Background: an optimization exercise with open tools, aiming at small area, a short achievable clock period and few clock cycles per item. Do not read the settings as production practice. Where RTL was checked, it was by simulation tests only, not by an equivalence proof against the original. No activity file was given, so power comes from the tool's default toggle rates.

Setup of pepper:
==> flow/design.v (excerpt) <==
module hash_ring_node_table (
  input  logic         clk,
  input  logic         rst_n,
  input  logic         in_valid,
  output logic         in_ready,
  input  logic [1:0]   in_opcode,
  input  logic [7:0]   in_key_byte,
  input  logic         in_last_byte,
  input  logic [31:0]  in_node_address,
  input  logic [15:0]  in_node_port,
  output logic         out_valid,
  input  logic         out_ready,
  output logic [1:0]   out_status,
  output logic [31:0]  out_found_address,
  output logic [15:0]  out_found_port,
  output logic [31:0]  out_key_hash
);
  logic        c_load, c_free_now, c_free_next;
  logic [1:0]  c_op;
  logic [31:0] c_hash, c_addr;
  logic [15:0] c_port;
  hrnt_front u_front (
    .clk             (clk),
    .rst_n           (rst_n),
    .in_valid        (in_valid),
    .in_ready        (in_ready),
    .in_opcode       (in_opcode),
    .in_key_byte     (in_key_byte),
    .in_last_byte    (in_last_byte),
    .in_node_address (in_node_address),
    .in_node_port    (in_node_port),
    .c_load          (c_load),
    .c_op            (c_op),
    .c_hash          (c_hash),
    .c_addr          (c_addr),
    .c_port          (c_port),
    .c_free_now      (c_free_now),
    .c_free_next     (c_free_next)
  );
  hrnt_back u_back (
    .clk               (clk),
    .rst_n             (rst_n),
    .c_load            (c_load),
    .c_op              (c_op),
    .c_hash            (c_hash),
    .c_addr            (c_addr),
    .c_port            (c_port),
    .c_free_now        (c_free_now),
    .c_free_next       (c_free_next),
    .out_valid         (out_valid),
    .out_ready         (out_ready),
    .out_status        (out_status),
    .out_found_address (out_found_address),
    .out_found_port    (out_found_port),
    .out_key_hash      (out_key_hash)
  );
endmodule
Settings: LEC_CHECK=0, CAP_MARGIN=20, CORE_MARGIN=2, CORE_UTILIZATION=45, CTS_BUF_LIST=sky130_fd_sc_hd__clkbuf_8, CTS_CLUSTER_DIAMETER=60, CTS_CLUSTER_SIZE=16, PLACE_DENSITY=0.65, SETUP_SLACK_MARGIN=2.6, SLEW_MARGIN=20, TNS_END_PERCENT=30; clock period 5.0 ns.
standard.sh (not shown) runs the stock make flow with config.mk's settings and CLKGATE_MAP_FILE= SYNTH_SCRIPT=/design/flow/synth_recipe.tcl, a recipe that flattens the netlist after the stock synthesis.
==> flow/flow/run.sh <==
#!/bin/bash
# The standard layout (the standard.sh: standard synthesis and ORFS on all steps), with
# one change: the buffers ORFS puts on the input and output ports are buf_4 cells instead of
# the default smallest buffer (a slow delay cell), so the port paths are not held back.
set -euo pipefail
export BUFFER_PORTS_ARGS="-buffer_cell sky130_fd_sc_hd__buf_4"
bash standard.sh > standard_flow.log 2>&1
Testbench counts of pepper, summed over its fixed seeds: cycles 28,659, items 2,400.
diff inputs: pepper => lagoon
- removing CTS_BUF_LIST (formerly sky130_fd_sc_hd__clkbuf_8)
- changing CORE_UTILIZATION from 45 to 50
- changing CTS_CLUSTER_SIZE from 16 to 25
- changing PLACE_DENSITY from 0.65 to 0.7
- changing CTS_CLUSTER_DIAMETER from 60 to 100
- Measured against each other, lagoon and pepper differ in first-pass GRT wire length, the higher figure coming from pepper.
- Diff pepper -> lagoon: clock-buffer cell count went down, largest fanout of any net on the critical path rose 51, total power of the final layout closely matched the old numbers.
- | routed wire length | lagoon vs pepper | better |
- Across both runs, area of the die was lower for lagoon than for pepper.
Relative to lagoon, the following input files were edited for quartz:
- a change of SETUP_SLACK_MARGIN from 2.6 to 2.4
- a change of TNS_END_PERCENT from 30 to 20
- a change of PLACE_DENSITY from 0.7 to 0.6
- a change of CORE_UTILIZATION from 50 to 40
Results
Changes observed in quartz relative to lagoon: cell area went up; flip-flop and latch share of the layout cell area went down; via count went down; final critical-path required period went up; core utilization went down.
Wire length went up by a few percent going from lagoon to quartz.
Compared with lagoon, quartz shows a lower maximum ir drop on the vdd rail.
Inputs modified between quartz and raven:
- TNS_END_PERCENT: 20 -> 30
- CORE_UTILIZATION: 40 -> 45
- PLACE_DENSITY: 0.6 -> 0.65
- SETUP_SLACK_MARGIN: 2.4 -> 2.7
==> comparison <==
Compared with quartz, number of fillers in the final layout in raven decreased by more than 10%. [compare] base=quartz new=raven: number of clock buffer instances in the layout down about 0.8%, flip-flop and latch share of the layout cell area down 0.86 points. Total routed wirelength (raven vs. quartz) increases slightly.

* * *

Setup of oak:
Starting RTL as in the previous note.
Settings: LEC_CHECK=0, CAP_MARGIN=20, CORE_MARGIN=2, CORE_UTILIZATION=45, CTS_CLUSTER_DIAMETER=100, CTS_CLUSTER_SIZE=25, PLACE_DENSITY=0.65, SETUP_SLACK_MARGIN=2.55, SLEW_MARGIN=20, TNS_END_PERCENT=40; clock period 5.0 ns.
Scripts as last shown in full above: flow/flow/run.sh
Testbench counts of oak, summed over its fixed seeds: cycles 28,659, items 2,400.
#### Input delta (pine over oak)
# oak
export LEC_CHECK = 0
export CAP_MARGIN = 20
export CORE_MARGIN = 2
export CORE_UTILIZATION = 45
export CTS_CLUSTER_DIAMETER = 100
export CTS_CLUSTER_SIZE = 25
export PLACE_DENSITY = 0.65
export SETUP_SLACK_MARGIN = 2.55
export SLEW_MARGIN = 20
export TNS_END_PERCENT = 40
create_clock -name core_clock -period 5.0 [get_ports {clk}]
# pine
export LEC_CHECK = 0
export CAP_MARGIN = 20
export CORE_MARGIN = 2
export CORE_UTILIZATION = 40
export CTS_CLUSTER_DIAMETER = 100
export CTS_CLUSTER_SIZE = 25
export PLACE_DENSITY = 0.6
export SETUP_SLACK_MARGIN = 2.5
export SLEW_MARGIN = 20
export TNS_END_PERCENT = 30
create_clock -name core_clock -period 5.0 [get_ports {clk}]
Per the comparison of pine with oak, fmax increased about 0.7%, synthesized-area fraction occupied by xor and xnor cells essentially unchanged. Summary of pine over oak: number of clock buffer instances in the layout up 2.3%, total power per unit cell area flat, core utilization decreased by 5.3 points relative to the old numbers. | latest clock arrival within the worst-skew pair | oak vs pine | ≈ equal |.
The inputs of birch differ from those of pine as listed below.
# pine
export LEC_CHECK = 0
export CAP_MARGIN = 20
export CORE_MARGIN = 2
export CORE_UTILIZATION = 40
export CTS_CLUSTER_DIAMETER = 100
export CTS_CLUSTER_SIZE = 25
export PLACE_DENSITY = 0.6
export SETUP_SLACK_MARGIN = 2.5
export SLEW_MARGIN = 20
export TNS_END_PERCENT = 30
create_clock -name core_clock -period 5.0 [get_ports {clk}]
# birch
export LEC_CHECK = 0
export ABC_CLOCK_PERIOD_IN_PS = 2300
export CAP_MARGIN = 20
export CORE_MARGIN = 2
export CORE_UTILIZATION = 40
export CTS_CLUSTER_DIAMETER = 100
export CTS_CLUSTER_SIZE = 25
export PLACE_DENSITY = 0.6
export SETUP_SLACK_MARGIN = 2.7
export SLEW_MARGIN = 20
export TNS_END_PERCENT = 30
create_clock -name core_clock -period 5.0 [get_ports {clk}]
==> run summary <==
Cmp birch and pine / number of buffers and inverters on the critical path / higher: pine. pine → birch: overall power consumption comparable, worst setup slack has decreased, wire length decreased by 600 um relative to the old numbers, clock latency on the worst-skew pair roughly the same. For birch, the slowest cell on the critical path was sky130_fd_sc_hd__nor4_4, unlike pine, where it was sky130_fd_sc_hd__edfxtp_1. The area of all placed cells without fillers was comparable across birch and pine. birch against pine: cell area after placement neither gained nor lost much; combinational cell fraction of total power neither gained nor lost much; number of nets in the final layout lost 15; total met2 wirelength after detailed routing lost 1.4%. birch went all the way through the flow, and no timing, DRC or antenna check failed.
Relative to birch, the following input files were edited for maple:
# birch
export LEC_CHECK = 0
export ABC_CLOCK_PERIOD_IN_PS = 2300
export CAP_MARGIN = 20
export CORE_MARGIN = 2
export CORE_UTILIZATION = 40
export CTS_CLUSTER_DIAMETER = 100
export CTS_CLUSTER_SIZE = 25
export PLACE_DENSITY = 0.6
export SETUP_SLACK_MARGIN = 2.7
export SLEW_MARGIN = 20
export TNS_END_PERCENT = 30
create_clock -name core_clock -period 5.0 [get_ports {clk}]
# maple
export LEC_CHECK = 0
export CAP_MARGIN = 20
export CORE_MARGIN = 2
export CORE_UTILIZATION = 45
export CTS_BUF_LIST = sky130_fd_sc_hd__clkbuf_16 sky130_fd_sc_hd__clkbuf_8 sky130_fd_sc_hd__clkbuf_4
export CTS_CLUSTER_DIAMETER = 100
export CTS_CLUSTER_SIZE = 25
export PLACE_DENSITY = 0.65
export SETUP_SLACK_MARGIN = 2.6
export SLEW_MARGIN = 20
export TNS_END_PERCENT = 30
create_clock -name core_clock -period 5.0 [get_ports {clk}]
[summary]
Per the comparison of maple with birch, via count rose 334, clock network area share rose 0.31 points, final HPWL from detailed placement rose about 0.32%.

* * *

## P
hash_ring_node_table, a different RTL version from the one above (not shown whole).
For scale: ~3300 cells after synthesis, about 1700 flip-flops, about 150 I/O pins, about 49000 µm² of cells after synthesis.
clock: 5.0 ns
lec_check: 0
abc_clock_period_in_ps: 2300
cap_margin: 20
core_margin: 2
core_utilization: 40
cts_buf_list: sky130_fd_sc_hd__clkbuf_8
cts_cluster_size: 20
place_density: 0.6
setup_slack_margin: 2.3
slew_margin: 20
run.sh (not shown) runs the stock make flow with config.mk's settings and CLKGATE_MAP_FILE= SYNTH_SCRIPT=/design/flow/synth_recipe.tcl, a recipe that flattens the netlist after the stock synthesis.
Stock flow here: none of the scripts above is used.
For Q, these inputs were changed with respect to P:
diff --git a/flow/config.mk b/flow/config.mk
--- a/flow/config.mk
+++ b/flow/config.mk
@@ -11,4 +11,4 @@
 export CORE_UTILIZATION = 40
-export CTS_BUF_LIST = sky130_fd_sc_hd__clkbuf_8
-export CTS_CLUSTER_SIZE = 20
+export CTS_CLUSTER_DIAMETER = 100
+export CTS_CLUSTER_SIZE = 30
 export PLACE_DENSITY = 0.6
==> comparison <==
- Q: all stages done; final checks FAILED (antenna violations).
- In Q, the via density per instance came out 1.6% above the value in P.
- Relative to P, relative area of clock buffers and inverters in the final design has gone down in Q.
- When the final numbers for P and Q were put side by side, the time the worst path needs with I/O delays and setup turned out to be smaller in P.
- Cmp P and Q / cell count / lower: Q
- [compare] base=P new=Q: initial antenna violation count up 2; number of global-route vias before repair decreased by 7.3% relative to the old numbers; clock network fraction of design power down 12 points; total number of multi-input combinational cells was more or less identical.
Function was not checked in any run of this note: the RTL went through the layout flow alone.

[re-timing with driven ports]
Ports are ideal in the flow. The routed layouts listed here were re-timed in OpenROAD.
Step 1, drivers: a clkbuf_16 drives clk and a buf_2 each remaining input, both assumed.
Step 2, shift: input delay + t, output delay - t, t = (earliest + latest rising clock arrival at the registers) / 2. This alone moves slack from input paths to output paths.
Three values: ideal, step 1, step 2; two values: the first two.
| run | t, ns | setup WS [ns] | pins driven straight from the clock port |
|---|---|---|---|
| pepper | 0.883 | 2.382 / 2.316 / 1.879 | 1 |
| lagoon | 0.740 | 2.425 / 2.425 / 1.992 | 1 |
| quartz | 0.753 | 2.404 / 2.404 / 1.740 | 1 |
| raven | 0.734 | 2.350 / 2.350 / 1.922 | 1 |
| oak | 0.732 | 2.464 / 2.435 / 1.971 | 1 |
| pine | 0.748 | 2.482 / 2.460 / 1.879 | 1 |
| birch | 0.740 | 2.331 / 2.331 / 1.931 | 1 |
| maple | 0.738 | 2.491 / 2.443 / 1.862 | 1 |
| P | 0.988 | 2.272 / 2.261 / 1.306 | 1 |
| Q | 0.733 | 2.228 / 2.228 / 1.531 | 1 |
The setup slack of P, which loses most, moves by -0.011 ns with the drivers and by -0.966 ns with both steps.
